Background: an optimization exercise with open tools, aiming at a short achievable clock period and few clock cycles. Do not read the settings as production practice. In this exercise RTL edits were held to simulation tests only and were not proved equivalent to the original. No activity file was given, so power comes from the tool's default toggle rates.

==> module executeStage, before the edit <==
module executeStage (
    input  logic        clock,
    input  logic [31:0] opA,
    input  logic [31:0] opB,
    input  logic [10:0] memSum,
    input  logic        isLoad,
    input  logic        sraFill,
    input  logic        store,
    input  logic        misEq,
    input  logic        misNe,
    input  logic        misLt,
    input  logic        misGe,
    output logic [31:0] addOut,
    output logic [31:0] subOut,
    output logic [31:0] andOut,
    output logic [31:0] orOut,
    output logic [31:0] sllOut,
    output logic [31:0] srOut,
    output logic [31:0] loadOut,
    output logic        mispredict
);
    logic [32:0] srIn;
    logic [32:0] srFull;
    logic [63:0] memSel;
    logic [63:0] ldSel;
    always_comb begin
        for (int k = 0; k < 64; k++) begin
            memSel[k] = (memSum[0] == k[0]);
            for (int i = 1; i < 6; i++) begin
                if (k[i-1]) begin
                    memSel[k] = memSel[k] & (memSum[5 + i] == k[i]);
                end else begin
                    memSel[k] = memSel[k] & (memSum[i] == k[i]);
                end
            end
        end
    end
    assign ldSel = isLoad ? memSel : 64'd0;
    memoryStage uMemory (
        .clock(clock),
        .rdSel(ldSel),
        .wrSel(memSel),
        .wrEn(store),
        .wrData(opB),
        .rdData(loadOut)
    );
    assign srIn  = {sraFill && opA[31], opA};
    assign srFull = 33'($signed(srIn) >>> opB[4:0]);
    assign addOut = opA + opB;
    assign subOut = opA - opB;
    assign andOut = opA & opB;
    assign orOut  = opA | opB;
    assign sllOut = opA << opB[4:0];
    assign srOut  = srFull[31:0];
    branchUnit uBranch (
        .opA(opA),
        .opB(opB),
        .misEq(misEq),
        .misNe(misNe),
        .misLt(misLt),
        .misGe(misGe),
        .mispredict(mispredict)
    );
endmodule
make LEC_CHECK=0 CAP_MARGIN=20 CORE_MARGIN=2 CORE_UTILIZATION=35 PLACE_DENSITY=0.5 SETUP_SLACK_MARGIN=4.8 SLEW_MARGIN=20 SYNTH_HIERARCHICAL=1 TNS_END_PERCENT=30 finish   # period 8.0 ns
run.sh (not shown) runs the stock make flow with config.mk's settings and CLKGATE_MAP_FILE= SYNTH_SCRIPT=/design/flow/synth_recipe.tcl, a recipe that flattens the netlist after the stock synthesis.
Testbench counts at the start, summed over its fixed seeds: cycles 17,147.
Next try:
--- a/flow/design.v
+++ b/flow/design.v
@@ -161,18 +161,34 @@
         .wrSel(memSel),
         .wrEn(store),
         .wrData(opB),
         .rdData(loadOut)
     );
     assign srIn  = {sraFill && opA[31], opA};
-    assign srFull = 33'($signed(srIn) >>> opB[4:0]);
-    assign addOut = opA + opB;
-    assign subOut = opA - opB;
+    addUnit uAdd (
+        .a(opA),
+        .b(opB),
+        .sum(addOut)
+    );
+    subUnit uSub (
+        .a(opA),
+        .b(opB),
+        .diff(subOut)
+    );
+    shiftLeftUnit uSll (
+        .a(opA),
+        .sh(opB[4:0]),
+        .out(sllOut)
+    );
+    shiftRightUnit uSr (
+        .a(srIn),
+        .sh(opB[4:0]),
+        .out(srFull)
+    );
     assign andOut = opA & opB;
     assign orOut  = opA | opB;
-    assign sllOut = opA << opB[4:0];
     assign srOut  = srFull[31:0];
     branchUnit uBranch (
         .opA(opA),
         .opB(opB),
         .misEq(misEq),
         .misNe(misNe),
@@ -220,12 +236,40 @@
                    | ({32{fwd && selOr}}  & orOut)
                    | ({32{fwd && selSll}} & sllOut)
                    | ({32{fwd && selSr}}  & srOut)
                    | ({32{fwd}}           & loadOut)
                    | ({32{!fwd}}          & other);
 endmodule
+module addUnit (
+    input  logic [31:0] a,
+    input  logic [31:0] b,
+    output logic [31:0] sum
+);
+    assign sum = a + b;
+endmodule
+module subUnit (
+    input  logic [31:0] a,
+    input  logic [31:0] b,
+    output logic [31:0] diff
+);
+    assign diff = a - b;
+endmodule
+module shiftLeftUnit (
+    input  logic [31:0] a,
+    input  logic [4:0]  sh,
+    output logic [31:0] out
+);
+    assign out = a << sh;
+endmodule
+module shiftRightUnit (
+    input  logic [32:0] a,
+    input  logic [4:0]  sh,
+    output logic [32:0] out
+);
+    assign out = 33'($signed(a) >>> sh);
+endmodule
 `timescale 1ns/1ps
 module memoryStage (
     input  logic        clock,
     input  logic [63:0] rdSel,
     input  logic [63:0] wrSel,
     input  logic        wrEn,
The changed run passed the timing, design-rule and antenna checks.
Global-route usage hardly moves.
Routed wire length came out higher slightly.
Setup slack is worse by 110 ps.
Design area hardly moves.
Non-clock buffer count came out lower by 72.
Die area is about the same.
Power stays flat.
Maximum frequency came out lower by a few percent.
Hold slack is better by 9.3 ps.
Flip-flop and latch count stays the same.
Clock skew came out higher by 34 ps.
Synthesized area stays flat.
Testbench counts after the change, summed over its fixed seeds: cycles 17,147.

[static timing again, ports no longer ideal]
How much do the figures lean on ideal ports? The routed layouts below were timed once more, with nothing changed but the port constraints. Step 1 assumes that a clkbuf_16 drives the clock port and a buf_2 every other input. Step 2 adds t to the input delays and takes it off the output delays; t is the mean of the earliest and latest rising clock arrival at the registers after step 1. Input paths then give back, and output paths get back, about the clock's delay inside the block. Three values: ideal ports, drivers, drivers and shift; two values: the first two.
run	t, ns	slack for setup (ns)	worst setup path at the end	clock arrival spread, ns	cell pins on the clock port's net
the first run	1.323	4.086 / 4.086 / 3.490	input to register	0.084 / 0.084	1
the second run	1.445	3.976 / 3.976 / 2.811	input to register	0.112 / 0.112	1
After both steps every run listed still meets setup and hold. For the second run, which loses most, drivers alone change the setup slack by 0.000 ns; drivers and shift together by -1.165 ns.
